This design comes from an exercise in tuning for a short achievable clock period and few clock cycles per item on the open sky130 flow, not from production work.
At most, simulation tests tie the RTL to the original design; equivalence was not proved.
Function not checked in runs 1 to 4: the RTL went through the layout flow alone.
No activity file was given, so power comes from the tool's default toggle rates.

File: flow/config.mk
export PLATFORM = sky130hd
export DESIGN_NAME = be_top
export DESIGN_NICKNAME = be_top
export VERILOG_FILES = /design/flow/design.v
export SDC_FILE = /design/flow/constraint.sdc
export NUM_CORES = 4
export LEC_CHECK = 0
export ABC_CLOCK_PERIOD_IN_PS = 2000
export CAP_MARGIN = 20
export CORE_MARGIN = 2
export CORE_UTILIZATION = 40
export SETUP_SLACK_MARGIN = 5
export SLEW_MARGIN = 20
File: flow/constraint.sdc
create_clock -name core_clock -period 8.0 [get_ports {clk_i}]
set_input_delay 1.6000 -clock core_clock [delete_from_list [all_inputs] [get_ports {clk_i}]]
set_output_delay 1.6000 -clock core_clock [all_outputs]
set_load 0.01 [all_outputs]
File: flow/design.v
`default_nettype none
package be_isa_pkg;
  localparam int ARCH_IDX_W = $clog2(8);
  typedef enum logic [2:0]
  {
    OP_ADD  = 3'd0,
    OP_SUB  = 3'd1,
    OP_AND  = 3'd2,
    OP_OR   = 3'd3,
    OP_XOR  = 3'd4,
    OP_ADDI = 3'd5,
    OP_BEQ  = 3'd6,
    OP_BNE  = 3'd7
  } be_op_e;
  typedef struct packed {
    logic [2:0]               op;
    logic [ARCH_IDX_W-1:0]    rd;
    logic [ARCH_IDX_W-1:0]    rs1;
    logic [ARCH_IDX_W-1:0]    rs2;
    logic [15:0]              imm;
    logic [32-1:0] pc;
    logic                     writes_rd;
  } decoded_instr_t;
endpackage
`default_nettype wire
`timescale 1ns/1ps
`default_nettype none
module be_top
(
  input  wire logic                  clk_i,
  input  wire logic                  rst_n_i,
  input  wire logic [2:0]            decoded_op_i,
  input  wire logic [2:0]            decoded_rd_i,
  input  wire logic [2:0]            decoded_rs1_i,
  input  wire logic [2:0]            decoded_rs2_i,
  input  wire logic [15:0]           decoded_imm_i,
  input  wire logic [31:0]           decoded_pc_i,
  input  wire logic                  decoded_writes_rd_i,
  input  wire logic                  decoded_v_i,
  output logic                       rename_decode_ready_o,
  output logic                       be_fe_mispredict_o,
  output logic [31:0]                be_fe_redirected_pc_o,
  output logic                       commit_v_o,
  output logic [2:0]                 commit_rd_o,
  output logic                       commit_writes_o,
  output logic [31:0]                commit_data_o,
  output logic [31:0]                commit_pc_o
);
  logic [31:0] arf_q [8];
  logic        e_v_q;
  logic [2:0]  e_rd_q;
  logic        e_wr_q;
  logic [31:0] e_pc_q;
  logic [15:0] e_imm_q;
  logic [7:0]  e_sel1_q;    
  logic [7:0]  e_sel2_q;    
  logic        e_arith_q;   
  logic        e_sub_q;
  logic        e_addi_q;
  logic        e_and_q;
  logic        e_or_q;
  logic        e_xor_q;
  logic        e_beq_q;
  logic        e_bne_q;
  logic        c_v_q;
  logic        c_mp_q;
  logic [2:0]  c_rd_q;
  logic        c_wr_q;
  logic [31:0] c_data_q;
  logic [31:0] c_pc_q;
  logic [31:0] c_target_q;
  logic        fire;
  logic        e_go;
  logic [31:0] a;
  logic [31:0] b;
  logic [31:0] bop;
  logic [31:0] imm_ext;
  logic [31:0] sum;
  logic [31:0] res;
  logic        taken;
  assign rename_decode_ready_o = !c_mp_q;
  assign fire = decoded_v_i && !c_mp_q;
  always_comb
  begin
    a = '0;
    b = '0;
    for (int i = 0; i < 8; i++)
    begin
      a = a | ({32{e_sel1_q[i]}} & arf_q[i]);
      b = b | ({32{e_sel2_q[i]}} & arf_q[i]);
    end
  end
  assign imm_ext = {{16{e_imm_q[15]}}, e_imm_q};
  assign bop     = e_addi_q ? imm_ext : b;
  assign sum     = a + (bop ^ {32{e_sub_q}}) + {31'd0, e_sub_q};
  always_comb
  begin
    res = '0;
    if (e_arith_q) res = res | sum;
    if (e_and_q)   res = res | (a & b);
    if (e_or_q)    res = res | (a | b);
    if (e_xor_q)   res = res | (a ^ b);
  end
  assign taken = (e_beq_q && (a == b)) || (e_bne_q && (a != b));
  assign e_go = e_v_q && !c_mp_q;
  always_ff @(posedge clk_i or negedge rst_n_i)
  begin
    if (!rst_n_i)
    begin
      e_v_q  <= 1'b0;
      c_v_q  <= 1'b0;
      c_mp_q <= 1'b0;
      for (int i = 0; i < 8; i++)
        arf_q[i] <= '0;
    end
    else
    begin
      e_v_q  <= fire;
      c_v_q  <= e_go;
      c_mp_q <= e_go && taken;
      for (int i = 0; i < 8; i++)
        if (e_go && e_wr_q && (e_rd_q == 3'(i)))
          arf_q[i] <= res;
    end
  end
  always_ff @(posedge clk_i)
  begin
    e_rd_q    <= decoded_rd_i;
    e_wr_q    <= decoded_writes_rd_i;
    e_pc_q    <= decoded_pc_i;
    e_imm_q   <= decoded_imm_i;
    for (int i = 0; i < 8; i++)
    begin
      e_sel1_q[i] <= (decoded_rs1_i == 3'(i));
      e_sel2_q[i] <= (decoded_rs2_i == 3'(i)) && (decoded_op_i != be_isa_pkg::OP_ADDI);
    end
    e_arith_q <= (decoded_op_i == be_isa_pkg::OP_ADD) || (decoded_op_i == be_isa_pkg::OP_SUB)
              || (decoded_op_i == be_isa_pkg::OP_ADDI) || (decoded_op_i == be_isa_pkg::OP_BEQ)
              || (decoded_op_i == be_isa_pkg::OP_BNE);
    e_sub_q   <= (decoded_op_i == be_isa_pkg::OP_SUB);
    e_addi_q  <= (decoded_op_i == be_isa_pkg::OP_ADDI);
    e_and_q   <= (decoded_op_i == be_isa_pkg::OP_AND);
    e_or_q    <= (decoded_op_i == be_isa_pkg::OP_OR);
    e_xor_q   <= (decoded_op_i == be_isa_pkg::OP_XOR);
    e_beq_q   <= (decoded_op_i == be_isa_pkg::OP_BEQ);
    e_bne_q   <= (decoded_op_i == be_isa_pkg::OP_BNE);
    c_rd_q     <= e_rd_q;
    c_wr_q     <= e_wr_q;
    c_data_q   <= res;
    c_pc_q     <= e_pc_q;
    c_target_q <= e_pc_q + imm_ext;
  end
  assign be_fe_mispredict_o    = c_mp_q;
  assign be_fe_redirected_pc_o = c_target_q;
  assign commit_v_o            = c_v_q;
  assign commit_rd_o           = c_rd_q;
  assign commit_writes_o       = c_wr_q;
  assign commit_data_o         = c_data_q;
  assign commit_pc_o           = c_pc_q;
endmodule
`default_nettype wire
File: flow/run.sh
#!/bin/bash
# synth_recipe.tcl (not shown) runs the flow's synth.tcl, then flattens the netlist and writes it again
# the make line also repeats each setting of config.mk as NAME=value (left out here)
make -C /OpenROAD-flow-scripts/flow DESIGN_CONFIG=/design/flow/config.mk WORK_HOME=/design/flow/orfs CLKGATE_MAP_FILE= SYNTH_SCRIPT=/design/flow/synth_recipe.tcl finish
==> impl_metrics.ini, run 1 <==
[synth]
synth_cell_type_count = 65
synthMuxAreaShare_pct = 2.44
ys_ff_latch = 435
syn_area_per_cell_um2 = 9.60
synthFlopType = dfrtp_1
synth_area_leader_cell = dfrtp_1
synthXorXnorAreaFrac_pct = 3.67
synth-compound-area-share_pct = 23.3
yosysWarnings = 2
syn_inst = 2185
synthSimpleGateAreaFrac_pct = 11.0
synth_top_family_by_area = compound AO/OA/AOI/OAI gates
async_flop_share_pct = 59.5
yosysSeqAreaShare_pct = 47.7
syn_area_um2 = 21000
synthAdderAreaFrac_pct = 7.65
yosysTopAreaCellShare_pct = 30.9
syn-num-nets = 2376
synth.area.top_cells = dfrtp_1, dfxtp_1, a22oi_1, ha_1, a21oi_1
synth-edff-count = 0

[floorplanning]
die_area_um2 = 54300
core_area_um2 = 51600
die_w_um = 233
floorplan.rows = 83
die_h_um = 233
initial_utilization_pct = 40.6
io_pins = 167

[finish]
instances_no_fill = 3179
final_nets = 2652
fin_area_um2 = 27900
drive_above_1_share_pct = 20.6
areaGrowthSynthToFinish_pct = 32.8
final_core_util_pct = 54.0
num_antenna_cells = 0

[power_and_ir_drop]
cellLeakagePower_nw = 11.9
pwr_density_cell_nw_per_um2 = 385
vdd_drop_max_uv = 203

[route]
drtIter0Drc = 1832
drt_wl_total_um = 72000
wire_per_inst_um = 22.7
first_pass_iters = 6
routed_via_density = 5.96
ant_nets = 0
drc_errors = 0
via_count = 19000

[critical_path]
path_buf_inv = 1
critPathRequiredTime_ps = 8440
crit_start = e_sel2_q[1]$_DFF_P_
crit_slowest_cell = or4b_4
crit_path_cell_trace = buf_12 > a22oi_1 > nand4_1 > mux2i_1 > xnor2_1 > ha_1 > a21o_1 > a21oi_2 > nor2b_1 > o21a_1 > o311a_1 > or4b_4 > a31oi_4 > xnor2_4 > a21oi_2 > o21ai_1
r2r-start = e_sel2_q[1]$_DFF_P_
crit_arrival_ps = 4350
crit_path_end_kind = register
start_kind = register
crit_family = compound AO/OA/AOI/OAI gates
criticalPathCategory = register to register
path_common_cell = a21oi_2
worstPathMaxFanout = 8
slowest_delay_ps = 540

[grt]
grt_max_degree = 168
grt_pass1_wl_um = 106000
grt_pass1_vias = 18300
grt.total_usage_pct = 25.2
grt_antenna_before_repair = 0
overflow = 0

[sta]
min_period_ps = 3910
slew_headroom_pct = 28.7
tns_ps = 0
slew_violations = 0
setup_viol = 0
max_slew.worst_pin.slew_ps = 1070
timing.hold.ws_ps = 355
skew_ps = 23.4
hold_viol_final = 0
max_freq_mhz = 256
finalCritPeriodShare_pct = 48.8
grt_setup_unrepaired = yes

[placed_design]
dpl.hpwl_um = 39700
gp_congestion = 0.874
dp_cells = 2943
port_buffers = 166
dpl_cell_area_um2 = 23500

[clock_network]
cts_sinks = 435
root_buffer = clkbuf_16
cts.hold.buffers_added = 0
clkLatencyLatePin_ps = 590
cts.path.max_buffers = 3
ctsHtreeMaxLevel = 2
cts_tree = done
path_clk_slew_ps = 60
cts_buffers = 47

[worst_hold_path]
min_path_type = register to register
min-delay-start = e_pc_q[24]$_DFF_P_

[job]
drv_cap = 0

[outcome]
outcome = complete, no violations
==> area by class of cell <==
type                    count  area [µm²]
well taps                 680         851
clock inverters            28         274
clock buffers              59        1320
inverters                 118         445
flip-flops and latches    435       10100
fillers                  4438       23800
repair buffers            341        3490
multi-input cells        1518       11400
==> cell usage in the layout (no fill, tap or decap), drive strengths merged, types with 5 or more instances in the layout <==
cell type,Yosys,layout
a221oi,17,17
ha,125,125
a31oi,9,10
a211oi,5,5
o211ai,8,8
nand2,171,172
o21bai,6,6
a21oi,184,186
dfrtp,259,259
a21o,29,29
nand2b,11,11
xor2,10,10
clkinv,0,17
o21a,11,11
mux2i,23,23
clkdlybuf4s50,0,62
nand4,66,66
nand3,12,12
nor2,153,153
inv,118,123
and4,12,12
nor3b,9,9
clkbuf,114,66
nor4,11,11
dlygate4sd2,0,103
dfxtp,176,176
buf,6,166
and3,8,8
nor3,15,15
xnor2,78,78
mux2,25,25
o21ai,186,186
a22oi,270,270
o221ai,3,5
nor2b,12,12
==> cell families after synthesis <==
kind of cell | count (synthesis)
flops | 435
mux | 48
compound gates | 754
buf+inv | 238
simple gates | 495
xor+xnor | 88
fa+ha+maj | 127
==> flip-flops by register name (all words and copies together) (netlist names), 3 cells and up <==
signal	cells
arf_q	256
c_data_q	32
c_pc_q	32
c_target_q	32
e_pc_q	32
e_imm_q	16
e_sel1_q	8
e_sel2_q	8
c_rd_q	3
e_rd_q	3
==> what timing repair did <==
| action | CTS | global route |
|---|---|---|
| buffers inserted | 82 | 42 |
| pin swaps | 58 | 79 |
| endpoints found under the setup margin | 395 | 294 |
| resized for setup | 247 | 193 |
| cloned | 10 | 15 |
==> metal layers <==
layer / vias to the layer above / global-route usage (%) / share of wire, %
met5: - / 0 / 0
met3: 269 / 4.51 / 8.2
met1: 9211 / 32.7 / 41
met4: 0 / 10.8 / 5.3
met2: 951 / 41.1 / 46
li1: 8528 / - / -
==> power breakdown <==
part	internal [mW]	switching [mW]
clock	1.31	0.935
combinational	2.26	2.70
sequential	2.92	0.587
==> worst paths after layout <==
path | slack [ps] | cells past startpoint | endpoint
worst max-delay path | 4090 | 16 | arf_q[1][25]$_DFFE_PN0P_
worst min-delay path | 360 | 0 | c_pc_q[24]$_DFF_P_
worst max register to register | 4090 | 16 | arf_q[1][25]$_DFFE_PN0P_
worst min register to register | 360 | 0 | c_pc_q[24]$_DFF_P_
max in group asynchronous | 5630 | 2 | arf_q[1][3]$_DFFE_PN0P_
min in group asynchronous | 1000 | 1 | arf_q[6][19]$_DFFE_PN0P_
==> cell usage after synthesis, types with 23 or more instances <==
cell type / count
mux2_2: 25
clkbuf_1: 114
a22oi_1: 270
inv_1: 117
a21oi_1: 182
xnor2_1: 78
dfxtp_1: 176
nand4_1: 66
nor2_1: 152
ha_1: 125
o21ai_0: 180
dfrtp_1: 259
nand2_1: 171
a21o_1: 29
mux2i_1: 23
==> stage by stage <==
step / worst slack (ps) / power, mW
floorplan: 4640 / 5.84
global placement: 3500 / 6.95
detailed placement: 3410 / 7.05
CTS: 4210 / 9.91
global route: 3850 / 11.3
finish: 4090 / 10.7
==> run 2, diff against run 1 <==
--- a/flow/design.v
+++ b/flow/design.v
@@ -54,7 +54,6 @@
   logic [15:0] e_imm_q;
-  logic [7:0]  e_sel1_q;    
-  logic [7:0]  e_sel2_q;    
+  logic [31:0] e_a_q;
+  logic [31:0] e_b_q;       
   logic        e_arith_q;   
   logic        e_sub_q;
-  logic        e_addi_q;
   logic        e_and_q;
@@ -73,5 +72,8 @@
   logic        e_go;
-  logic [31:0] a;
-  logic [31:0] b;
-  logic [31:0] bop;
+  logic        fwd1;
+  logic        fwd2;
+  logic        is_addi;
+  logic [31:0] rd1;
+  logic [31:0] rd2;
+  logic [31:0] imm_in;
   logic [31:0] imm_ext;
@@ -82,15 +84,36 @@
   assign fire = decoded_v_i && !c_mp_q;
-  always_comb
-  begin
-    a = '0;
-    b = '0;
-    for (int i = 0; i < 8; i++)
+  assign is_addi = (decoded_op_i == be_isa_pkg::OP_ADDI);
+  assign imm_in  = {{16{decoded_imm_i[15]}}, decoded_imm_i};
+  assign fwd1    = e_v_q && e_wr_q && (e_rd_q == decoded_rs1_i);
+  assign fwd2    = e_v_q && e_wr_q && (e_rd_q == decoded_rs2_i);
+  assign rd1     = arf_q[decoded_rs1_i];
+  assign rd2     = arf_q[decoded_rs2_i];
+  assign imm_ext = {{16{e_imm_q[15]}}, e_imm_q};
+  function automatic logic [31:0] ks_add(input logic [31:0] x, input logic [31:0] y,
+                                         input logic cin);
+    logic [31:0] g;
+    logic [31:0] p;
+    logic [31:0] gn;
+    logic [31:0] pn;
+    logic [32:0] c;
+    g  = x & y;
+    p  = x | y;
+    g[0] = g[0] | (p[0] & cin);
+    for (int d = 1; d < 32; d = d * 2)
     begin
-      a = a | ({32{e_sel1_q[i]}} & arf_q[i]);
-      b = b | ({32{e_sel2_q[i]}} & arf_q[i]);
+      gn = g;
+      pn = p;
+      for (int i = d; i < 32; i++)
+      begin
+        gn[i] = g[i] | (p[i] & g[i-d]);
+        pn[i] = p[i] & p[i-d];
+      end
+      g = gn;
+      p = pn;
     end
-  end
-  assign imm_ext = {{16{e_imm_q[15]}}, e_imm_q};
-  assign bop     = e_addi_q ? imm_ext : b;
-  assign sum     = a + (bop ^ {32{e_sub_q}}) + {31'd0, e_sub_q};
+    c[0] = cin;
+    c[32:1] = g;
+    ks_add = (x ^ c[31:0]) ^ y;
+  endfunction
+  assign sum     = ks_add(e_a_q, e_b_q ^ {32{e_sub_q}}, e_sub_q);
   always_comb
@@ -99,7 +122,7 @@
     if (e_arith_q) res = res | sum;
-    if (e_and_q)   res = res | (a & b);
-    if (e_or_q)    res = res | (a | b);
-    if (e_xor_q)   res = res | (a ^ b);
+    if (e_and_q)   res = res | (e_a_q & e_b_q);
+    if (e_or_q)    res = res | (e_a_q | e_b_q);
+    if (e_xor_q)   res = res | (e_a_q ^ e_b_q);
   end
-  assign taken = (e_beq_q && (a == b)) || (e_bne_q && (a != b));
+  assign taken = (e_beq_q && (e_a_q == e_b_q)) || (e_bne_q && (e_a_q != e_b_q));
   assign e_go = e_v_q && !c_mp_q;
@@ -131,7 +154,4 @@
     e_imm_q   <= decoded_imm_i;
-    for (int i = 0; i < 8; i++)
-    begin
-      e_sel1_q[i] <= (decoded_rs1_i == 3'(i));
-      e_sel2_q[i] <= (decoded_rs2_i == 3'(i)) && (decoded_op_i != be_isa_pkg::OP_ADDI);
-    end
+    e_a_q     <= fwd1 ? res : rd1;
+    e_b_q     <= is_addi ? imm_in : (fwd2 ? res : rd2);
     e_arith_q <= (decoded_op_i == be_isa_pkg::OP_ADD) || (decoded_op_i == be_isa_pkg::OP_SUB)
@@ -140,3 +160,2 @@
     e_sub_q   <= (decoded_op_i == be_isa_pkg::OP_SUB);
-    e_addi_q  <= (decoded_op_i == be_isa_pkg::OP_ADDI);
     e_and_q   <= (decoded_op_i == be_isa_pkg::OP_AND);
==> run 2 against run 1 <==
  * First-iteration DRC count increased by 41%
  * Routed wire length rose by 31%
  * Core utilization is 1.8 points lower
  * Critical path depth shrank 2
  * Cell count is 24% higher
  * Critical endpoint is now e_b_q[27]$_DFF_P_
  * Synthesized area increased by 22%
  * Register-to-register slack gained 580 ps
==> impl_metrics.ini, run 2 <==
[outcome]
outcome = complete, no violations

[grt]
grt_antenna_before_repair = 3
grt_pass1_wl_um = 140000
grt_pass1_vias = 22500
overflow = 0
grt.total_usage_pct = 27.4
grt_max_degree = 182

[power_and_ir_drop]
vdd_drop_max_uv = 196
pwr_density_cell_nw_per_um2 = 407
cellLeakagePower_nw = 13.9

[critical_path]
crit_slowest_cell = dfxtp_4
crit_family = compound AO/OA/AOI/OAI gates
crit_path_cell_trace = buf_12 > buf_16 > or3_4 > a222oi_1 > buf_4 > and3_4 > a31o_4 > or2_4 > nor2_2 > o31a_1 > a211oi_4 > buf_4 > buf_12 > o221ai_2
criticalPathCategory = register to register
crit_path_end_kind = register
path_buf_inv = 5
start_kind = register
critPathRequiredTime_ps = 8450
slowest_delay_ps = 410
worstPathMaxFanout = 7
crit_arrival_ps = 3780

[route]
drt_wl_total_um = 94700
drc_errors = 0
wire_per_inst_um = 24.0
first_pass_iters = 6
drtIter0Drc = 2576
ant_nets = 0
via_count = 23400
routed_via_density = 5.92

[clock_network]
path_clk_slew_ps = 70
cts_tree = done
ctsHtreeMaxLevel = 2
cts_sinks = 482
root_buffer = clkbuf_16
cts.path.max_buffers = 3
clkLatencyLatePin_ps = 630
cts_buffers = 54

[sta]
tns_ps = 0
grt_setup_unrepaired = yes
skew_ps = 39.5
min_period_ps = 3330
hold_viol_final = 0
max_slew.worst_pin.slew_ps = 950
setup_viol = 0
timing.hold.ws_ps = 357
slew_violations = 0
max_freq_mhz = 300
slew_headroom_pct = 36.7
layout_setup_ws_ps = 4670
finalCritPeriodShare_pct = 41.6

[finish]
drive_above_1_share_pct = 19.9
final_cell_mix = nand2_1, dfrtp_1, o21ai_0
nFillCells = 5828
layout_commonest_cell = nand2_1
num_antenna_cells = 0
final_nets = 3222
ff_latch_area_um2 = 11000
top_register = arf_q
multi_input_area_um2 = 14800
areaGrowthSynthToFinish_pct = 28.8
largest_reg_flops = 256

[synth]
syn_inst = 2876
synthFlopType = dfrtp_1
syn_area_per_cell_um2 = 8.88
syn-num-nets = 3037
yosysWarnings = 2
syn_area_um2 = 25500
yosysSeqAreaShare_pct = 42.9
synth_area_leader_cell = dfrtp_1
synth_cell_type_count = 86
yosysTopAreaCellShare_pct = 25.4
yosysMostFrequentCell = nand2_1
synth.area.top_cells = dfrtp_1, dfxtp_1, o21ai_0, ha_1, a21oi_1
synth-edff-count = 0
async_flop_share_pct = 53.7
synth_commonest_cells = nand2_1, o21ai_0, dfrtp_1, a21oi_1, nor2_1
ys_ff_latch = 482

[job]
drv_cap = 0

[placed_design]
dpl.hpwl_um = 59100
gp_congestion = 0.932
port_buffers = 166
dpl_worst_slack_ps = 3440

[worst_hold_path]
min_path_type = register to register

[floorplanning]
core_area_um2 = 63100
die_h_um = 257
die_area_um2 = 65900
io_pins = 167
initial_utilization_pct = 40.5
die_w_um = 257
floorplan.rows = 92
==> run 2: cell count changes in the layout (fill, tap and decap cells not counted), sizes merged, moves of 32 or more <==
| cell | before | now |
|---|---|---|
| a22oi | 270 | 34 |
| a21oi | 186 | 237 |
| o21ai | 186 | 341 |
| mux4 | 0 | 32 |
| dfxtp | 176 | 223 |
| nand4 | 66 | 4 |
| nor2 | 153 | 236 |
| nand2 | 172 | 312 |
| xor2 | 10 | 44 |
==> run 2: cells by family (layout without fill, tap and decap cells) <==
| logic type | Yosys count | count (layout) | share of synthesized area (%) |
|---|---|---|---|
| AOI/OAI and AO/OA | 938 | 940 | 22.9 |
| xor gates and xnor gates | 105 | 105 | 3.63 |
| adders and majority gates | 104 | 104 | 5.09 |
| buffers and inverters | 345 | 569 | 5.46 |
| DFF | 482 | 482 | 42.9 |
| muxes | 122 | 122 | 6.54 |
| and+or+nand+nor | 780 | 784 | 13.5 |
==> run 2: power by group <==
part | internal, mW | total [mW] | switching, mW | leakage, nW
Clock | 1.53 | 2.60 | 1.07 | 0.917
Sequential | 3.30 | 4.24 | 0.938 | 5.07
Combinational | 3.08 | 6.56 | 3.48 | 7.93
==> run 2: repair_timing <==
action | 4_1_cts | 5_1_grt
cloned | 15 | 9
buffers inserted | 68 | 44
endpoints found under the setup margin | 413 | 262
hold buffers | 0 | 0
gates resized for setup | 309 | 231
pin swaps | 45 | 90
==> run 2: final timing paths <==
kind | from | to | slack (ps) | depth (start not counted)
worst min-delay path | e_pc_q[30]$_DFF_P_ | c_pc_q[30]$_DFF_P_ | 360 | 0
worst min register to register | e_pc_q[30]$_DFF_P_ | c_pc_q[30]$_DFF_P_ | 360 | 0
worst max-delay path | e_sub_q$_DFF_P_ | e_b_q[27]$_DFF_P_ | 4670 | 14
min in group asynchronous | rst_n_i | arf_q[1][26]$_DFFE_PN0P_ | 990 | 1
max in group asynchronous | rst_n_i | arf_q[3][10]$_DFFE_PN0P_ | 5580 | 3
worst max register to register | e_sub_q$_DFF_P_ | e_b_q[27]$_DFF_P_ | 4670 | 14
==> run 2: final cells by class <==
cell class | count | share of cell area, %
clock inverter | 26 | 0.947
clock buffer | 75 | 4.72
inverter | 130 | 1.52
multi-input combinational | 2055 | 44.9
sequential | 482 | 33.3
tap | 846 | 3.22
timing repair buffer | 338 | 11.4
==> run 2: stage by stage <==
step                      area (µm²)  cells  total power, mW  util, %
after floorplan                25700   2876             7.02        -
after global placement         27700   3714             8.52     44.0
after detailed placement       27800   3714             8.65     44.0
after CTS                      31400   3898             12.3     49.8
after global routing           32900   3952             14.1     52.1
final                          32900   3952             13.4     52.1
==> run 2: per-layer routing <==
| metal | global-route usage (%) | routed length [µm] |
|---|---|---|
| met3 | 5.29 | 8820 |
| met5 | 0 | 24 |
| met4 | 9.29 | 3230 |
| met2 | 43.7 | 42900 |
| met1 | 37.1 | 39700 |
==> run 2: worst register-to-register path: stages (launching register included) <==
cell	delay, ps
dfxtp_4	410
buf_12	180
buf_16	150
or3_4	370
a222oi_1	390
buf_4	210
and3_4	180
a31o_4	130
or2_4	170
nor2_2	40
o31a_1	340
a211oi_4	210
buf_4	160
buf_12	120
o221ai_2	100
==> run 3, diff against run 2 <==
--- a/flow/design.v
+++ b/flow/design.v
@@ -75,2 +75,4 @@
   logic        is_addi;
+  logic        is_sub;
+  logic [31:0] b_in;
   logic [31:0] rd1;
@@ -85,2 +87,3 @@
   assign is_addi = (decoded_op_i == be_isa_pkg::OP_ADDI);
+  assign is_sub  = (decoded_op_i == be_isa_pkg::OP_SUB);
   assign imm_in  = {{16{decoded_imm_i[15]}}, decoded_imm_i};
@@ -90,2 +93,3 @@
   assign rd2     = arf_q[decoded_rs2_i];
+  assign b_in    = is_addi ? imm_in : (fwd2 ? res : rd2);
   assign imm_ext = {{16{e_imm_q[15]}}, e_imm_q};
@@ -117,3 +121,3 @@
   endfunction
-  assign sum     = ks_add(e_a_q, e_b_q ^ {32{e_sub_q}}, e_sub_q);
+  assign sum     = ks_add(e_a_q, e_b_q, e_sub_q);
   always_comb
@@ -155,3 +159,3 @@
     e_a_q     <= fwd1 ? res : rd1;
-    e_b_q     <= is_addi ? imm_in : (fwd2 ? res : rd2);
+    e_b_q     <= b_in ^ {32{is_sub}};
     e_arith_q <= (decoded_op_i == be_isa_pkg::OP_ADD) || (decoded_op_i == be_isa_pkg::OP_SUB)
==> flow/flow/run.sh (new file) <==
#!/bin/bash
set -euo pipefail
cd "$(dirname "$0")/.."
bash standard.sh ADDER_MAP_FILE= SETUP_SLACK_MARGIN=5.4 finish > make.log 2>&1
==> flow/standard.sh (new file) <==
#!/bin/bash
# synth_recipe.tcl (not shown) runs the flow's synth.tcl, then flattens the netlist and writes it again
# the make line also repeats each setting of config.mk as NAME=value (left out here)
make -C /OpenROAD-flow-scripts/flow DESIGN_CONFIG=/design/flow/config.mk WORK_HOME=/design/flow/orfs CLKGATE_MAP_FILE= SYNTH_SCRIPT=/design/flow/synth_recipe.tcl "${@:-finish}"
removed: flow/run.sh
==> run 3 against run 2 <==
  * Die area decreased by 9.9%
  * Synthesized area decreased by 10%
  * Non-clock buffer count increased by 84
  * Still clean on timing, DRC and antenna
  * Cell count decreased by 11%
  * Critical endpoint is now e_b_q[25]$_DFF_P_
  * Design area decreased by 1.8%
  * Core utilization increased by 4.9 points
  * Critical path depth increased by 2
  * Clock skew decreased by 4.3 ps
  * Highest routed layer unchanged
  * Largest cell class unchanged
==> impl_metrics.ini, run 3 <==
[outcome]
outcome = complete, no violations

[grt]
grt.total_usage_pct = 27.4
grt_pass1_vias = 20200
grt_max_degree = 184
overflow = 0
grt_antenna_before_repair = 2
grt_pass1_wl_um = 125000

[route]
drtIter0Drc = 1973
drt_wl_total_um = 86400
drc_errors = 0
ant_nets = 0
first_pass_iters = 6
via_count = 21200
wire_per_inst_um = 24.7
routed_via_density = 6.05

[finish]
areaGrowthSynthToFinish_pct = 40.5
top_register = arf_q
final_cell_mix = dfrtp_1, nand2_1, nor2_1
largest_reg_flops = 256
nFillCells = 4687
drive_above_1_share_pct = 38.2
multi_input_area_um2 = 13300
instances_no_fill = 3503
layout_commonest_cell = dfrtp_1
final_nets = 2766
ff_latch_area_um2 = 11100

[synth]
synth_cell_type_count = 77
synth-edff-count = 0
async_flop_share_pct = 53.7
synth_commonest_cells = nand2_1, dfrtp_1, a21oi_1, o21ai_0, dfxtp_1
syn-num-nets = 2491
syn_area_per_cell_um2 = 9.46
synth.area.top_cells = dfrtp_1, dfxtp_1, mux4_2, a21oi_1, o21ai_0
yosysSeqAreaShare_pct = 47.7
yosysTopAreaCellShare_pct = 28.2
syn_inst = 2427
syn_area_um2 = 23000
yosysMostFrequentCell = nand2_1
yosysWarnings = 2
synthFlopType = dfrtp_1
synth_area_leader_cell = dfrtp_1
ys_ff_latch = 482

[placed_design]
dpl.hpwl_um = 44800
port_buffers = 166
gp_congestion = 0.901
dp_cells = 3169

[floorplanning]
die_area_um2 = 59400
core_area_um2 = 56600
die_h_um = 244
floorplan.rows = 87
initial_utilization_pct = 40.6
die_w_um = 244
io_pins = 167

[sta]
slew_headroom_pct = 9.25
grt_setup_unrepaired = yes
max_freq_mhz = 304
hold_viol_final = 0
finalCritPeriodShare_pct = 41.2
max_slew.worst_pin.slew_ps = 1360
skew_ps = 35.2
tns_ps = 0
setup_viol = 0
min_period_ps = 3290
slew_violations = 0

[worst_hold_path]
holdPathEnd = c_wr_q$_DFF_P_
min_path_cells = 0
min-delay-start = e_wr_q$_DFF_P_
min_path_type = register to register

[clock_network]
path_clk_slew_ps = 60
cts_buffers = 53
cts_sinks = 482
cts.path.max_buffers = 3
ctsHtreeMaxLevel = 2
root_buffer = clkbuf_16
cts_tree = done
clkLatencyLatePin_ps = 630

[critical_path]
crit_path_end_kind = register
ff2ff_path_depth = 16
worstPathMaxFanout = 4
critPathRequiredTime_ps = 8570
rrSetupSlack_ps = 4710
r2r-start = e_a_q[15]$_DFF_P_
criticalPathCategory = register to register
start_kind = register
crit_arrival_ps = 3860
reg2reg_to = e_b_q[25]$_DFF_P_

[power_and_ir_drop]
vdd_drop_max_uv = 220
cellLeakagePower_nw = 13.2
pwr_density_cell_nw_per_um2 = 422
power_mw = 13.6

[job]
drv_cap = 0
[run 3: where the power goes]
part | switching (mW) | internal, mW
registers | 0.915 | 3.36
logic | 3.51 | 3.32
clock network | 1.04 | 1.47
[run 3: cells by family (layout without fill, tap and decap cells)]
kind of cell | count (synthesis) | count (layout) | synth area share (%)
flip-flops | 482 | 482 | 47.7
other | 0 | 1 | 0
AND/OR/NAND/NOR | 624 | 626 | 11.7
XOR/XNOR | 116 | 116 | 4.42
multiplexers | 169 | 169 | 11.4
AO/OA/AOI/OAI | 752 | 752 | 19.4
buffers and inverters | 258 | 575 | 4.32
adder cells (fa/ha/maj) | 26 | 26 | 1.14
[run 3: worst max-delay path by stage]
stage,from,endpoint,slack [ps],depth (start not counted)
after floorplan,decoded_rs2_i[1],e_b_q[30]$_DFF_P_,4770,7
after global placement,decoded_rs2_i[0],e_b_q[17]$_DFF_P_,3610,9
after detailed placement,decoded_rs2_i[0],e_b_q[17]$_DFF_P_,3560,9
after CTS,e_a_q[16]$_DFF_P_,arf_q[1][31]$_DFFE_PN0P_,4670,13
after global routing,e_a_q[10]$_DFF_P_,e_b_q[25]$_DFF_P_,4620,16
final,e_a_q[15]$_DFF_P_,e_b_q[25]$_DFF_P_,4710,16
[run 3: final cells by class]
cell class,count,share of cell area (%)
Timing Repair inverter,2,0.0465
Inverter,52,0.675
Clock buffer,80,4.83
Timing Repair Buffer,422,15.0
Clock inverter,19,0.702
Multi-Input combinational cell,1689,41.3
Tap cell,756,2.93
Antenna cell,1,0.00775
Sequential cell,482,34.5
[run 3: critical path: stages (launching register included)]
cell,delay [ps]
dfxtp_4,380
nor2_2,50
or4_4,580
nor3b_4,290
o21a_4,200
a211oi_4,60
a21o_4,240
buf_6,130
buf_6,110
and2_4,140
buf_6,110
o21bai_4,140
xnor2_2,110
a21oi_4,260
inv_2,80
a211oi_2,210
o32a_1,170
[run 3: timing repair]
action	in CTS	in global routing
gates resized for setup	856	369
cloned	33	13
setup endpoints to repair	438	455
pin swaps	113	122
hold buffers	0	0
buffers inserted	108	80
[run 3: metrics by stage]
stage	util (%)	cell area, µm²	hold WS (ps)	worst slack [ps]
floorplan	-	23700	329	4770
global placement	44.8	25300	353	3610
detailed placement	44.8	25300	344	3560
CTS	52.9	29900	359	4670
global route	57.0	32300	369	4620
finish	57.0	32300	357	4710
[run 3: metal layers]
metal	vias to the layer above	wire length (µm)	global-route usage, %
met5	-	156	0
met2	1204	38100	42.3
met4	4	4320	11.2
li1	9263	-	-
met1	10400	34200	37.1
met3	304	9700	6.46
==> run 4, diff against run 3 <==
--- a/flow/design.v
+++ b/flow/design.v
@@ -64,3 +64,4 @@
   logic        c_v_q;
-  logic        c_mp_q;
+  logic        c_mp_q;      
+  logic        c_rdy_q;     
   logic [2:0]  c_rd_q;
@@ -76,3 +77,2 @@
   logic        is_sub;
-  logic [31:0] b_in;
   logic [31:0] rd1;
@@ -81,7 +81,17 @@
   logic [31:0] imm_ext;
-  logic [31:0] sum;
+  logic [31:0] carry;
+  logic [31:0] pg;
+  logic [31:0] lres;
+  logic [31:0] res0;        
+  logic [31:0] res1;        
   logic [31:0] res;
+  logic [31:0] a0;
+  logic [31:0] a1;
+  logic [31:0] b0;
+  logic [31:0] b1;
+  logic [31:0] bo;
+  logic [7:0]  we;
   logic        taken;
-  assign rename_decode_ready_o = !c_mp_q;
-  assign fire = decoded_v_i && !c_mp_q;
+  assign rename_decode_ready_o = c_rdy_q;
+  assign fire = decoded_v_i && c_rdy_q;
   assign is_addi = (decoded_op_i == be_isa_pkg::OP_ADDI);
@@ -90,9 +100,7 @@
   assign fwd1    = e_v_q && e_wr_q && (e_rd_q == decoded_rs1_i);
-  assign fwd2    = e_v_q && e_wr_q && (e_rd_q == decoded_rs2_i);
+  assign fwd2    = e_v_q && e_wr_q && (e_rd_q == decoded_rs2_i) && !is_addi;
   assign rd1     = arf_q[decoded_rs1_i];
   assign rd2     = arf_q[decoded_rs2_i];
-  assign b_in    = is_addi ? imm_in : (fwd2 ? res : rd2);
-  assign imm_ext = {{16{e_imm_q[15]}}, e_imm_q};
-  function automatic logic [31:0] ks_add(input logic [31:0] x, input logic [31:0] y,
-                                         input logic cin);
+  function automatic logic [31:0] ks_carry(input logic [31:0] x, input logic [31:0] y,
+                                           input logic cin);
     logic [31:0] g;
@@ -101,3 +109,2 @@
     logic [31:0] pn;
-    logic [32:0] c;
     g  = x & y;
@@ -117,17 +124,22 @@
     end
-    c[0] = cin;
-    c[32:1] = g;
-    ks_add = (x ^ c[31:0]) ^ y;
+    ks_carry = {g[30:0], cin};
   endfunction
-  assign sum     = ks_add(e_a_q, e_b_q, e_sub_q);
+  assign carry = ks_carry(e_a_q, e_b_q, e_sub_q);
+  assign pg    = e_a_q ^ e_b_q;
+  assign lres  = ({32{e_and_q}} & (e_a_q & e_b_q))
+               | ({32{e_or_q}}  & (e_a_q | e_b_q))
+               | ({32{e_xor_q}} & pg);
+  assign res0  = e_arith_q ? pg  : lres;
+  assign res1  = e_arith_q ? ~pg : lres;
+  assign res   = (carry & res1) | (~carry & res0);
+  assign bo    = is_addi ? imm_in : rd2;
+  assign a0    = fwd1 ? res0 : rd1;
+  assign a1    = fwd1 ? res1 : rd1;
+  assign b0    = (fwd2 ? res0 : bo) ^ {32{is_sub}};
+  assign b1    = (fwd2 ? res1 : bo) ^ {32{is_sub}};
+  assign taken = (e_beq_q && (e_a_q == e_b_q)) || (e_bne_q && (e_a_q != e_b_q));
+  assign e_go = e_v_q && c_rdy_q;
   always_comb
-  begin
-    res = '0;
-    if (e_arith_q) res = res | sum;
-    if (e_and_q)   res = res | (e_a_q & e_b_q);
-    if (e_or_q)    res = res | (e_a_q | e_b_q);
-    if (e_xor_q)   res = res | (e_a_q ^ e_b_q);
-  end
-  assign taken = (e_beq_q && (e_a_q == e_b_q)) || (e_bne_q && (e_a_q != e_b_q));
-  assign e_go = e_v_q && !c_mp_q;
+    for (int i = 0; i < 8; i++)
+      we[i] = e_go && e_wr_q && (e_rd_q == 3'(i));
   always_ff @(posedge clk_i or negedge rst_n_i)
@@ -139,2 +151,3 @@
       c_mp_q <= 1'b0;
+      c_rdy_q <= 1'b1;
       for (int i = 0; i < 8; i++)
@@ -147,4 +160,5 @@
       c_mp_q <= e_go && taken;
+      c_rdy_q <= !(e_go && taken);
       for (int i = 0; i < 8; i++)
-        if (e_go && e_wr_q && (e_rd_q == 3'(i)))
+        if (we[i])
           arf_q[i] <= res;
@@ -158,4 +172,4 @@
     e_imm_q   <= decoded_imm_i;
-    e_a_q     <= fwd1 ? res : rd1;
-    e_b_q     <= b_in ^ {32{is_sub}};
+    e_a_q     <= (carry & a1) | (~carry & a0);
+    e_b_q     <= (carry & b1) | (~carry & b0);
     e_arith_q <= (decoded_op_i == be_isa_pkg::OP_ADD) || (decoded_op_i == be_isa_pkg::OP_SUB)
@@ -163,3 +177,3 @@
               || (decoded_op_i == be_isa_pkg::OP_BNE);
-    e_sub_q   <= (decoded_op_i == be_isa_pkg::OP_SUB);
+    e_sub_q   <= is_sub;
     e_and_q   <= (decoded_op_i == be_isa_pkg::OP_AND);
@@ -175,2 +189,3 @@
   end
+  assign imm_ext = {{16{e_imm_q[15]}}, e_imm_q};
   assign be_fe_mispredict_o    = c_mp_q;
==> flow/flow/run.sh (replaced) <==
#!/bin/bash
set -euo pipefail
cd "$(dirname "$0")/.."
bash standard.sh ADDER_MAP_FILE= SETUP_SLACK_MARGIN=5.5 finish > make.log 2>&1
==> run 4 against run 3 <==
  * Still clean
  * Worst setup slack improved by 350 ps
  * Die area grew 3.6%
  * Routed wire length up 7.5%
  * Sequential share of layout area decreased by 1.3 points
  * Non-clock buffer count grew 28
  * Global-route usage grew 1.8 points
  * Sequential cell count up 1
  * Design area grew 4.9%
  * Synthesized area up 3.6%
  * First-iteration DRC count rose by 21%
  * Clock skew fell by 1.2 ps
  * Synthesized cell count increased by 10%
  * Critical path type unchanged
  * Critical endpoint is now e_b_q[8]$_DFF_P_
  * Largest power group unchanged
==> impl_metrics.ini, run 4 <==
[outcome]
outcome = complete, no violations

[job]
drv_cap = 0

[worst_hold_path]
min_path_type = register to register
holdPathEnd = c_pc_q[31]$_DFF_P_
min_path_cells = 0
min-delay-start = e_pc_q[31]$_DFF_P_

[critical_path]
criticalPathCategory = register to register
ff2ff_path_depth = 11
worstPathMaxFanout = 4
crit_slowest_cell = dfxtp_4
r2r-start = e_a_q[0]$_DFF_P_
crit_family = adder cells
rrSetupSlack_ps = 5050
crit_path_cell_trace = maj3_2 > o211ai_2 > a31oi_2 > maj3_2 > maj3_2 > maj3_2 > xnor2_2 > a21oi_2 > buf_6 > o21ai_2 > xor2_1
critPathRequiredTime_ps = 8490
start_kind = register
crit_arrival_ps = 3440
reg2reg_to = e_b_q[8]$_DFF_P_
crit_path_end_kind = register
slowest_delay_ps = 350
path_buf_inv = 1
path_common_cell = maj3_2

[grt]
grt_pass1_wl_um = 137000
overflow = 0
grt_pass1_vias = 21900
grt.total_usage_pct = 29.3
grt_max_degree = 124
grt_antenna_before_repair = 1

[route]
wl_met2_um = 42200
drtIter0Drc = 2392
dr.max_layer_used = met4
first_pass_iters = 5
drc_errors = 0
drt_wl_total_um = 92900
wl_met3_um = 9830
ant_nets = 0
via_count = 22800
routed_via_density = 6.05
met1_length_um = 36700
wire_per_inst_um = 24.6

[sta]
max_freq_mhz = 340
tns_ps = 0
slew_violations = 0
max_slew.worst_pin.slew_ps = 967
hold_viol_final = 0
setup_viol = 0
min_period_ps = 2950
grt_setup_unrepaired = yes
slew_headroom_pct = 35.6
finalCritPeriodShare_pct = 36.8
skew_ps = 34.0

[finish]
final_core_util_pct = 57.5
largest_reg_flops = 256
drive_above_1_share_pct = 39.3
final_cell_mix = nand2_1, dfrtp_1, buf_6
fin_area_um2 = 33800
top_register = arf_q
nFillCells = 4838
layout_commonest_cell = nand2_1
final_nets = 3020
num_antenna_cells = 0
areaGrowthSynthToFinish_pct = 42.2

[clock_network]
cts.path.max_buffers = 3
ctsHtreeMaxLevel = 2
path_clk_slew_ps = 60
cts.hold.buffers_added = 0
cts_tree = done
root_buffer = clkbuf_16
cts_sinks = 483
clkLatencyLatePin_ps = 630
cts_buffers = 51

[floorplanning]
die_area_um2 = 61500
floorplan.rows = 89
initial_utilization_pct = 40.4
core_area_um2 = 58900
die_w_um = 248
io_pins = 167
die_h_um = 248

[placed_design]
gp_congestion = 0.924
dpl_cell_area_um2 = 26200
port_buffers = 166
dpl.hpwl_um = 53800

[synth]
yosysMostFrequentCell = nand2_1
syn-num-nets = 2745
syn_area_um2 = 23800
async_flop_share_pct = 53.8
yosysWarnings = 2
yosysTopAreaCellShare_pct = 27.2
syn_inst = 2681
synth_commonest_cells = nand2_1, o21ai_0, dfrtp_1, dfxtp_1, a21oi_1
synth-edff-count = 0
synth_area_leader_cell = dfrtp_1
syn_area_per_cell_um2 = 8.88
yosysSeqAreaShare_pct = 46.1
synthFlopType = dfrtp_1
synth_cell_type_count = 86
ys_ff_latch = 483
synth.area.top_cells = dfrtp_1, dfxtp_1, nand2_1, o21ai_0, a21oi_1

[power_and_ir_drop]
pwr_density_cell_nw_per_um2 = 378
vdd_drop_max_uv = 251
power_mw = 12.8
cellLeakagePower_nw = 14.3
[run 4: timing repair]
action                                  CTS  global route
endpoints found under the hold margin     0             0
buffers inserted                        130            78
resized for setup                      1051           391
setup endpoints to repair               447           414
pin swaps                               147           157
gates cloned                             36             4
[run 4: layer usage]
layer  GRT usage, %  vias up
li1               -    10000
met1           39.2    11200
met3           6.36      300
met2           45.8     1301
met4           12.1        0
met5              0        -
[run 4: final cells by class]
type,count,area [µm²],share of cell area (%)
Sequential cell,483,11200,33.2
Clock inverter,27,368,1.09
Timing Repair Buffer,450,5320,15.7
Multi-Input combinational cell,1908,14200,42.1
Inverter,62,263,0.776
Clock buffer,69,1460,4.30
Tap cell,773,967,2.86
[run 4: worst max-delay path by stage]
stage          slack [ps]               from  cells after the start               endpoint
4_1_cts              5120  c_rdy_q$_DFF_PN1_                      1  rename_decode_ready_o
3_5_place_dp         3370   decoded_rs2_i[1]                     10      e_b_q[25]$_DFF_P_
3_3_place_gp         3420   decoded_rs2_i[1]                     10      e_b_q[23]$_DFF_P_
6_report             5050   e_a_q[0]$_DFF_P_                     11       e_b_q[8]$_DFF_P_
2_1_floorplan        4870   decoded_rs2_i[0]                     10      e_b_q[14]$_DFF_P_
5_1_grt              4960   e_a_q[0]$_DFF_P_                     11       e_b_q[8]$_DFF_P_
[run 4: kinds of logic (layout without fill, tap and decap cells)]
family / after synthesis / in the layout / share of synthesized area (%)
AO/OA/AOI/OAI: 770 / 771 / 19.5
buffers and inverters: 296 / 608 / 4.88
multiplexers: 148 / 148 / 8.64
flip-flops: 483 / 483 / 46.1
adder cells (fa/ha/maj): 27 / 27 / 1.18
XOR/XNOR: 142 / 142 / 5.22
AND/OR/NAND/NOR: 815 / 820 / 14.5
[run 4: metrics by stage]
stage	setup slack, ps	cells	hold WS [ps]
6_report	5050	3772	361
5_1_grt	4960	3772	379
4_1_cts	5120	3690	366
3_5_place_dp	3370	3428	365
3_3_place_gp	3420	3428	356
2_1_floorplan	4870	2681	329
[run 4: report_power, final]
part | total (mW) | switching [mW] | internal [mW] | leakage, nW
sequential | 4.26 | 0.929 | 3.33 | 5.26
combinational | 5.95 | 3.12 | 2.83 | 8.14
clock | 2.59 | 1.07 | 1.52 | 0.892
total | 12.8 | 5.12 | 7.67 | 14.3
==> run 5, diff against run 4 <==
--- a/flow/design.v
+++ b/flow/design.v
@@ -151,3 +151,3 @@
       c_mp_q <= 1'b0;
-      c_rdy_q <= 1'b1;
+      c_rdy_q <= 1'b0;
       for (int i = 0; i < 8; i++)
==> run 5 against run 4 <==
  * Design area down 0.44%
  * Fmax up 1.1%
  * Non-clock buffer count up 10
  * Synthesized area about the same
  * Worst setup slack better by 31 ps
  * Largest power group unchanged
==> impl_metrics.ini, run 5 <==
[finish]
layout_commonest_cell = nand2_1
nFillCells = 4820
multi_input_area_um2 = 14000
final_cell_mix = nand2_1, dfrtp_1, buf_4
top_register = arf_q
drive_above_1_share_pct = 38.3
ff_latch_area_um2 = 11200
largest_reg_flops = 256
final_nets = 3028
areaGrowthSynthToFinish_pct = 41.6

[synth]
synth.area.top_cells = dfrtp_1, dfxtp_1, nand2_1, o21ai_0, a21oi_1
synth_cell_type_count = 85
yosysSeqAreaShare_pct = 46.1
synth-edff-count = 0
synth_commonest_cells = nand2_1, o21ai_0, dfrtp_1, dfxtp_1, a21oi_1
syn-num-nets = 2745
ys_ff_latch = 483
synth_top_family_by_area = compound AO/OA/AOI/OAI gates
async_flop_share_pct = 53.8
syn_area_um2 = 23800
synthFlopType = dfrtp_1
synthMuxAreaShare_pct = 8.64
yosysWarnings = 2
synthXorXnorAreaFrac_pct = 5.22
yosysTopAreaCellShare_pct = 27.3
yosysMostFrequentCell = nand2_1
synthAdderAreaFrac_pct = 1.18
syn_inst = 2681
synth_area_leader_cell = dfrtp_1
synthSimpleGateAreaFrac_pct = 14.5
synth-compound-area-share_pct = 19.5
syn_area_per_cell_um2 = 8.88

[route]
first_pass_iters = 5
routed_via_density = 5.98
drt_wl_total_um = 91400
drc_errors = 0
via_count = 22600
ant_nets = 0
drtIter0Drc = 2139
wire_per_inst_um = 24.2

[critical_path]
start_kind = primary input
criticalPathCategory = primary input to register
worstPathMaxFanout = 7
crit_start = decoded_rs2_i[0]
critPathRequiredTime_ps = 8520
r2r-start = e_a_q[0]$_DFF_P_
crit_arrival_ps = 3440
crit_path_end_kind = register

[grt]
grt_antenna_before_repair = 0
overflow = 0
grt_max_degree = 114
grt_pass1_wl_um = 134000
grt_pass1_vias = 21800
grt.total_usage_pct = 28.8

[sta]
max_freq_mhz = 343
min_period_ps = 2910
tns_ps = 0
hold_viol_final = 0
max_slew.worst_pin.slew_ps = 887
slew_headroom_pct = 40.9
layout_setup_ws_ps = 5090
setup_viol = 0
skew_ps = 33.8
slew_violations = 0
finalCritPeriodShare_pct = 36.4
grt_setup_unrepaired = yes

[placed_design]
gp_congestion = 0.912
port_buffers = 166
dpl_worst_slack_ps = 2880
dpl.hpwl_um = 53500

[clock_network]
cts_tree = done
clkLatencyLatePin_ps = 630
path_clk_slew_ps = 60
cts_buffers = 53
cts.path.max_buffers = 3
ctsHtreeMaxLevel = 2
cts_sinks = 483
root_buffer = clkbuf_16

[job]
drv_cap = 0

[floorplanning]
die_h_um = 248
io_pins = 167
die_area_um2 = 61500
initial_utilization_pct = 40.4
core_area_um2 = 58900
die_w_um = 248
floorplan.rows = 89

[outcome]
outcome = complete, no violations

[worst_hold_path]
min-delay-start = e_pc_q[31]$_DFF_P_
min_path_type = register to register

[power_and_ir_drop]
vdd_drop_max_uv = 220
pwr_density_cell_nw_per_um2 = 373
power_mw = 12.6
cellLeakagePower_nw = 14.2
## run 5: final cells by class
class                           instances  area share (%)
Antenna cell                            2          0.0149
Clock buffer                           70            4.42
Clock inverter                         29            1.31
Inverter                               62           0.761
Multi-Input combinational cell       1904            41.7
Sequential cell                       483            33.3
Tap cell                              773            2.87
Timing Repair Buffer                  460            15.6
## run 5: worst paths after layout
check / to / depth (start not counted) / slack (ps)
max in group asynchronous: arf_q[7][8]$_DFFE_PN0P_ / 2 / 5840
min in group asynchronous: arf_q[3][30]$_DFFE_PN0P_ / 1 / 1010
worst max register to register: arf_q[3][8]$_DFFE_PN0P_ / 11 / 5150
worst min register to register: c_pc_q[31]$_DFF_P_ / 0 / 400
worst max-delay path: e_b_q[11]$_DFF_P_ / 12 / 5090
worst min-delay path: c_pc_q[31]$_DFF_P_ / 0 / 400
## run 5: repair_timing
item,4_1_cts,5_1_grt
setup endpoints to repair,468,424
pin swaps,171,119
cloned,24,7
resized for setup,1105,269
hold buffers,0,0
buffers inserted,165,55
hold endpoints to repair,0,0
## run 5: logic make-up after synthesis
group / Yosys count
and+or+nand+nor: 815
AOI/OAI and AO/OA: 770
DFF: 483
buffers and inverters: 296
muxes: 148
xor gates and xnor gates: 142
adders and majority gates: 27
## run 5: layer usage
metal / up-vias / track usage [%] / wire (µm)
met3: 263 / 6.88 / 8720
met4: 0 / 12.3 / 3960
li1: 10100 / - / -
met2: 1205 / 44.8 / 41700
met5: - / 0 / 0
met1: 11100 / 38.2 / 37000
## run 5: through the flow
stage	instance area [µm²]	utilization [%]	instances	hold slack, ps
2_1_floorplan	24600	-	2681	329
3_5_place_dp	26200	44.5	3431	394
5_1_grt	33700	57.2	3781	402
4_1_cts	32000	54.4	3719	394
3_3_place_gp	26200	44.4	3431	387
6_report	33700	57.2	3783	400
## run 5: worst max-delay path, cell delays in order
cell and delay [ps]:
buf_16 120, buf_16 130, clkinvlp_4 100, buf_12 150, nor2_4 250, nand2_1 110
o21ai_2 80, a221oi_2 80, o21ai_2 320, o21ai_2 120, a21oi_2 180, xor2_1 180
## run 5: where the power goes
part,switching (mW),internal [mW],total (mW)
combinational,3.02,2.67,5.69
sequential,0.865,3.33,4.19
clock,1.07,1.61,2.69
total,4.95,7.61,12.6
Testbench counts of run 5, summed over its fixed seeds: cycles 4,300, items 3,536.
==> run 6, diff against run 5 <==
--- a/flow/config.mk
+++ b/flow/config.mk
@@ -10,3 +10,4 @@
 export CORE_MARGIN = 2
-export CORE_UTILIZATION = 40
+export CORE_UTILIZATION = 50
+export PLACE_DENSITY = 0.65
 export SETUP_SLACK_MARGIN = 5
==> run 6 against run 5 <==
  * Still clean
  * Worst setup slack better by 21 ps
  * Register-to-register slack got worse by 40 ps
  * Synthesized area did not move
  * Power fell by 0.15%
  * Design area fell by 3.1%
  * Hold slack got worse by 18 ps
  * Cell count is 5.5% lower
  * Die area fell by 20%
  * Fmax increased by 0.73%
  * Critical path type is now register to register
  * Largest cell class unchanged
==> impl_metrics.ini, run 6 <==
[job]
drv_cap = 0

[finish]
fin_area_um2 = 32600
largest_reg_flops = 256
top_register = arf_q
final_core_util_pct = 69.8
num_antenna_cells = 0
areaGrowthSynthToFinish_pct = 37.1
final_nets = 2988
drive_above_1_share_pct = 35.1
instances_no_fill = 3575
final_cell_mix = nand2_1, dfrtp_1, a21oi_1
layout_commonest_cell = nand2_1

[synth]
yosysSeqAreaShare_pct = 46.1
yosysMostFrequentCell = nand2_1
syn_inst = 2681
synth-edff-count = 0
async_flop_share_pct = 53.8
syn-num-nets = 2745
syn_area_um2 = 23800
synth_cell_type_count = 85
syn_area_per_cell_um2 = 8.88
synth.area.top_cells = dfrtp_1, dfxtp_1, nand2_1, o21ai_0, a21oi_1
yosysTopAreaCellShare_pct = 27.3
ys_ff_latch = 483
synth_commonest_cells = nand2_1, o21ai_0, dfrtp_1, dfxtp_1, a21oi_1
yosysWarnings = 2
synthFlopType = dfrtp_1
synth_area_leader_cell = dfrtp_1

[critical_path]
critPathRequiredTime_ps = 8470
crit_arrival_ps = 3370
path_buf_inv = 2
path_common_cell = maj3_2
criticalPathCategory = register to register
crit_path_cell_trace = maj3_2 > o211ai_2 > a31oi_2 > maj3_2 > maj3_2 > maj3_2 > xnor2_2 > a21oi_2 > buf_6 > clkbuf_16 > a21oi_4
worstPathMaxFanout = 5
crit_slowest_cell = dfxtp_4
start_kind = register
crit_path_end_kind = register
crit_family = adder cells
slowest_delay_ps = 360

[placed_design]
gp_congestion = 0.902
port_buffers = 166
dpl.hpwl_um = 51700
dp_cells = 3261
dpl_cell_area_um2 = 26000
dpl_worst_slack_ps = 3300

[grt]
grt_max_degree = 171
overflow = 0
grt_pass1_wl_um = 130000
grt.total_usage_pct = 34.4
grtUsageMet1_pct = 47.2
grt_pass1_vias = 21200
busiest_layer = met2
grtUsageMet3_pct = 9.19
grt_use_met2_pct = 52.3
grt_antenna_before_repair = 1

[clock_network]
cts_sinks = 483
root_buffer = clkbuf_16
cts.hold.buffers_added = 0
cts_tree = done
path_clk_slew_ps = 60
cts_buffers = 52
cts.path.max_buffers = 3
clkLatencyLatePin_ps = 620
ctsHtreeMaxLevel = 2

[outcome]
outcome = complete, no violations

[sta]
grt_setup_unrepaired = yes
max_slew.worst_pin.slew_ps = 955
slew_violations = 0
hold_viol_final = 0
tns_ps = 0
timing.hold.ws_ps = 382
skew_ps = 18.1
slew_headroom_pct = 36.3
max_freq_mhz = 346
finalCritPeriodShare_pct = 36.2
layout_setup_ws_ps = 5110
setup_viol = 0
min_period_ps = 2890

[route]
ant_nets = 0
drc_errors = 0
wire_per_inst_um = 25.0
drt_wl_total_um = 89500
via_count = 22700
drtIter0Drc = 2554
routed_via_density = 6.35
first_pass_iters = 5

[floorplanning]
die_h_um = 222
io_pins = 167
floorplan.rows = 79
core_area_um2 = 46800
initial_utilization_pct = 50.9
die_w_um = 222
die_area_um2 = 49400

[power_and_ir_drop]
vdd_drop_max_uv = 255
pwr_density_cell_nw_per_um2 = 384
cellLeakagePower_nw = 13.9
power_mw = 12.5

[worst_hold_path]
min_path_type = register to register
==> run 6: changes by cell type in the layout (fill, tap and decap cells not counted), moves of 10 or more <==
cell     before  now
buf_2        34   52
buf_4       154  118
buf_6       135  120
a21oi_2      45   35
a21oi_1     141  154
dfxtp_2      95   80
o21ai_0     123  135
dfxtp_1      90  108
==> run 6: power breakdown <==
group / internal, mW / switching (mW) / leakage [nW]
registers: 3.32 / 0.915 / 5.26
logic: 2.70 / 2.93 / 7.67
clock network: 1.63 / 1.05 / 0.950
total: 7.65 / 4.89 / 13.9
==> run 6: path summary, 6_finish.rpt <==
kind | startpoint | endpoint | slack, ps | cells past startpoint
max | e_a_q[0]$_DFF_P_ | e_a_q[8]$_DFF_P_ | 5110 | 11
min in group asynchronous | rst_n_i | arf_q[3][26]$_DFFE_PN0P_ | 1020 | 1
max in group asynchronous | rst_n_i | arf_q[2][26]$_DFFE_PN0P_ | 5910 | 2
min reg2reg | e_pc_q[31]$_DFF_P_ | c_pc_q[31]$_DFF_P_ | 380 | 0
max reg2reg | e_a_q[0]$_DFF_P_ | e_a_q[8]$_DFF_P_ | 5110 | 11
min | e_pc_q[31]$_DFF_P_ | c_pc_q[31]$_DFF_P_ | 380 | 0
==> run 6: cell families (layout without fill, tap and decap cells) <==
group,Yosys count,in the layout,share of synthesized area (%)
buf+inv,296,581,4.88
compound gates,770,770,19.5
flops,483,483,46.1
fa+ha+maj,27,27,1.18
simple gates,815,817,14.5
xor+xnor,142,142,5.22
mux,148,148,8.64
==> run 6: repair_timing <==
action / CTS / global route
setup buffers: 135 / 51
setup endpoints to repair: 464 / 578
endpoints found under the hold margin: 0 / 0
cloned: 18 / 12
pin swaps: 128 / 106
resized for setup: 939 / 296
==> run 6: area by class of cell <==
cell class / count / area (µm²)
Fill cell: 3429 / 14100
Multi-Input combinational cell: 1904 / 13600
Sequential cell: 483 / 11200
Timing Repair Buffer: 420 / 4840
Clock buffer: 76 / 1610
Tap cell: 607 / 759
Clock inverter: 22 / 319
Inverter: 62 / 260
Timing Repair inverter: 1 / 7.51
==> run 6: routing by layer <==
layer  vias to the layer above  wire length, µm  share of wire, %
met5                         -               11             0.012
li1                       9972                -                 -
met2                      1349            39100                44
met1                     11100            35500                40
met3                       307            10600                12
met4                         2             4300               4.8
==> run 7, diff against run 6 <==
--- a/flow/design.v
+++ b/flow/design.v
@@ -64,4 +64,3 @@
   logic        c_v_q;
-  logic        c_mp_q;      
-  logic        c_rdy_q;     
+  logic        c_mp_q;
   logic [2:0]  c_rd_q;
@@ -94,4 +93,4 @@
   logic        taken;
-  assign rename_decode_ready_o = c_rdy_q;
-  assign fire = decoded_v_i && c_rdy_q;
+  assign rename_decode_ready_o = !c_mp_q;
+  assign fire = decoded_v_i && !c_mp_q;
   assign is_addi = (decoded_op_i == be_isa_pkg::OP_ADDI);
@@ -140,3 +139,3 @@
   assign taken = (e_beq_q && (e_a_q == e_b_q)) || (e_bne_q && (e_a_q != e_b_q));
-  assign e_go = e_v_q && c_rdy_q;
+  assign e_go = e_v_q && !c_mp_q;
   always_comb
@@ -151,3 +150,2 @@
       c_mp_q <= 1'b0;
-      c_rdy_q <= 1'b0;
       for (int i = 0; i < 8; i++)
@@ -160,3 +158,2 @@
       c_mp_q <= e_go && taken;
-      c_rdy_q <= !(e_go && taken);
       for (int i = 0; i < 8; i++)
--- a/flow/config.mk
+++ b/flow/config.mk
@@ -10,4 +10,3 @@
 export CORE_MARGIN = 2
-export CORE_UTILIZATION = 50
-export PLACE_DENSITY = 0.65
+export CORE_UTILIZATION = 40
 export SETUP_SLACK_MARGIN = 5
==> run 7 against run 6 <==
  * Still clean on timing, DRC and antenna
  * Worst setup slack got worse by 32 ps
  * Sequential power barely moved
  * Fmax fell by 1.1%
  * Non-clock buffer count rose by 39
  * Routed wire length rose by 6.8%
  * Clock power fell by 5%
  * Critical path depth fell by 9
  * Combinational power rose by 13%
  * Register-to-register slack barely moved
  * Design area rose by 4.1%
  * Global-route usage fell by 4.8 points
  * Critical endpoint is now be_fe_mispredict_o
  * Largest cell class unchanged
==> impl_metrics.ini, run 7 <==
[clock_network]
cts.hold.buffers_added = 0
clkLatencyLatePin_ps = 620
root_buffer = clkbuf_16
ctsHtreeMaxLevel = 2
cts.path.max_buffers = 3
cts_tree = done
cts_buffers = 52
cts_sinks = 482
path_clk_slew_ps = 60

[grt]
grt_pass1_vias = 21400
grt_pass1_wl_um = 137000
overflow = 0
grt_antenna_before_repair = 2
grt.total_usage_pct = 29.6
grt_max_degree = 136

[synth]
syn_inst = 2640
syn-num-nets = 2704
yosysSeqAreaShare_pct = 46.0
synth.area.top_cells = dfrtp_1, dfxtp_1, nand2_1, o21ai_0, a21oi_1
syn_area_per_cell_um2 = 9.01
synth_cell_type_count = 85
yosysTopAreaCellShare_pct = 27.2
synth_area_leader_cell = dfrtp_1
synthFlopType = dfrtp_1
synth-edff-count = 0
async_flop_share_pct = 53.7
yosysMostFrequentCell = nand2_1
syn_area_um2 = 23800
ys_ff_latch = 482
yosysWarnings = 2
synth_commonest_cells = nand2_1, o21ai_0, dfrtp_1, dfxtp_1, a21oi_1

[critical_path]
start_kind = register
worstPathMaxFanout = 2
rrSetupSlack_ps = 5120
crit_path_end_kind = primary output
criticalPathCategory = register to primary output
crit_arrival_ps = 1330
ff2ff_path_depth = 14
reg2reg_to = e_b_q[29]$_DFF_P_
critPathRequiredTime_ps = 6400
r2r-start = e_a_q[0]$_DFF_P_

[sta]
layout_setup_ws_ps = 5070
slew_violations = 0
min_period_ps = 2930
max_freq_mhz = 342
hold_viol_final = 0
finalCritPeriodShare_pct = 36.6
max_slew.worst_pin.slew_ps = 893
tns_ps = 0
setup_viol = 0
grt_setup_unrepaired = yes
skew_ps = 18.4
slew_headroom_pct = 40.2

[power_and_ir_drop]
switchingPower_mw = 5.25
vdd_drop_max_uv = 192
switching_share_pct = 40.0
cellLeakagePower_nw = 14.4
pwr-share-comb_pct = 48.3
power.internal_mw = 7.88
power_mw = 13.1
seqPwrFrac_pct = 32.4
pwr_density_cell_nw_per_um2 = 386
p_clk_share_pct = 19.3

[outcome]
outcome = complete, no violations

[finish]
drive_above_1_share_pct = 40.9
final_cell_mix = nand2_1, dfrtp_1, a21oi_1, buf_6, buf_4
final_nets = 2991
final_core_util_pct = 57.7
nFillCells = 4812
multi_input_area_um2 = 14400
top_register = arf_q
largest_reg_flops = 256
areaGrowthSynthToFinish_pct = 42.9
ff_latch_area_um2 = 11200
layout_commonest_cell = nand2_1

[floorplanning]
initial_utilization_pct = 40.4
die_area_um2 = 61400
core_area_um2 = 58900
io_pins = 167
die_w_um = 248
floorplan.rows = 89
die_h_um = 248

[placed_design]
dpl.hpwl_um = 54900
port_buffers = 166
gp_congestion = 0.893
dpl_worst_slack_ps = 3580

[route]
wire_per_inst_um = 25.5
via_count = 22700
drtIter0Drc = 2503
drt_wl_total_um = 95600
routed_via_density = 6.07
ant_nets = 0
drc_errors = 0
first_pass_iters = 15

[worst_hold_path]
min_path_cells = 0
min-delay-start = e_pc_q[31]$_DFF_P_
min_path_type = register to register
holdPathEnd = c_pc_q[31]$_DFF_P_

[job]
drv_cap = 0
run 7: routing by layer:
layer  global-route usage, %  wire length (µm)  vias to the layer above
li1                        -                 -                     9972
met1                    40.1             38000                    11200
met2                    45.8             43100                     1259
met3                    5.55              9660                      292
met4                    13.8              4840                        0
met5                       0                 0                        -
run 7: per-stage QoR:
| stage | area [µm²] | cells | hold WS (ps) |
|---|---|---|---|
| floorplan | 24500 | 2640 | 329 |
| global placement | 26100 | 3386 | 360 |
| detailed placement | 26100 | 3389 | 365 |
| CTS | 31700 | 3678 | 376 |
| global route | 34000 | 3744 | 389 |
| finish | 34000 | 3745 | 369 |
run 7: how the worst max path moves through the flow:
stage / startpoint / endpoint / slack (ps) / cells past startpoint
finish: c_mp_q$_DFF_PN0_ / be_fe_mispredict_o / 5070 / 2
global route: c_mp_q$_DFF_PN0_ / be_fe_mispredict_o / 5040 / 2
CTS: c_mp_q$_DFF_PN0_ / be_fe_mispredict_o / 5050 / 2
detailed placement: decoded_rs2_i[1] / e_b_q[12]$_DFF_P_ / 3580 / 9
global placement: decoded_rs2_i[0] / e_b_q[7]$_DFF_P_ / 3630 / 11
floorplan: decoded_rs2_i[2] / e_b_q[13]$_DFF_P_ / 4930 / 9
run 7: logic make-up after synthesis:
group | Yosys count | share of synthesized area [%]
buffers and inverters | 291 | 4.87
flip-flops | 482 | 46.0
XOR/XNOR | 142 | 5.23
adder cells (fa/ha/maj) | 27 | 1.18
AO/OA/AOI/OAI | 774 | 19.6
multiplexers | 165 | 9.44
AND/OR/NAND/NOR | 759 | 13.6
run 7: timing repair:
action | CTS | global route
resized for setup | 1118 | 413
hold endpoints to repair | 0 | 0
pin swaps | 160 | 171
setup buffers | 165 | 57
setup endpoints to repair | 457 | 560
gates cloned | 26 | 9
run 7: layout make-up:
cell class | instances | share of cell area, %
sequential | 482 | 32.9
inverter | 60 | 0.743
timing repair buffer | 459 | 15.8
clock buffer | 78 | 4.56
tap | 773 | 2.84
clock inverter | 20 | 0.714
multi-input combinational | 1872 | 42.4
antenna | 1 | 0.00736
run 7: worst max-delay path, cell delays in order (launching register included):
cell and delay (ps):
dfrtp_2 430, buf_6 150, buf_6 130
run 7: power groups by stage:
stage	clock network [mW]	logic [mW]	registers, mW
final	2.54	6.34	4.26
after global routing	2.66	6.69	4.35
after CTS	2.56	5.13	4.19
after detailed placement	0	3.63	4.20
after global placement	0	3.54	4.17
after floorplan	0	2.72	3.79
Testbench counts of run 7, summed over its fixed seeds: cycles 4,300, items 3,536.

-- afterwards: timing with drivers on the ports --
The flow's constraints put no driver on any port. The routed layouts listed below were extracted and timed again, unchanged, in two steps.
Step 1 assumes that a clkbuf_16 drives the clock port and a buf_2 every other input.
Step 2 adds t to the input delays and takes it off the output delays; t is the mean of the earliest and latest rising clock arrival at the registers after step 1. Input paths then give back, and output paths get back, about the clock's delay inside the block.
a / b / c = ideal / step 1 / step 2; a / b = the first two.
| run | shift t [ns] | setup WS [ns] | worst setup path at the end | worst data-port slew with drivers (ns) |
|---|---|---|---|---|
| run 1 | 0.639 | 4.094 / 4.094 / 4.094 | register to register | 0.06 |
| run 2 | 0.666 | 4.671 / 4.671 / 4.278 | input to register | 0.15 |
| run 3 | 0.673 | 4.707 / 4.707 / 4.342 | input to register | 0.29 |
| run 4 | 0.676 | 5.055 / 5.016 / 4.340 | input to register | 0.22 |
| run 5 | 0.684 | 5.086 / 4.949 / 4.265 | input to register | 0.25 |
| run 6 | 0.667 | 5.107 / 5.046 / 4.379 | input to register | 0.24 |
| run 7 | 0.669 | 5.075 / 5.016 / 4.372 | input to register | 0.20 |
After both steps every run listed still meets setup and hold. For run 5, which loses most, drivers alone change the setup slack by -0.137 ns; drivers and shift together by -0.821 ns.
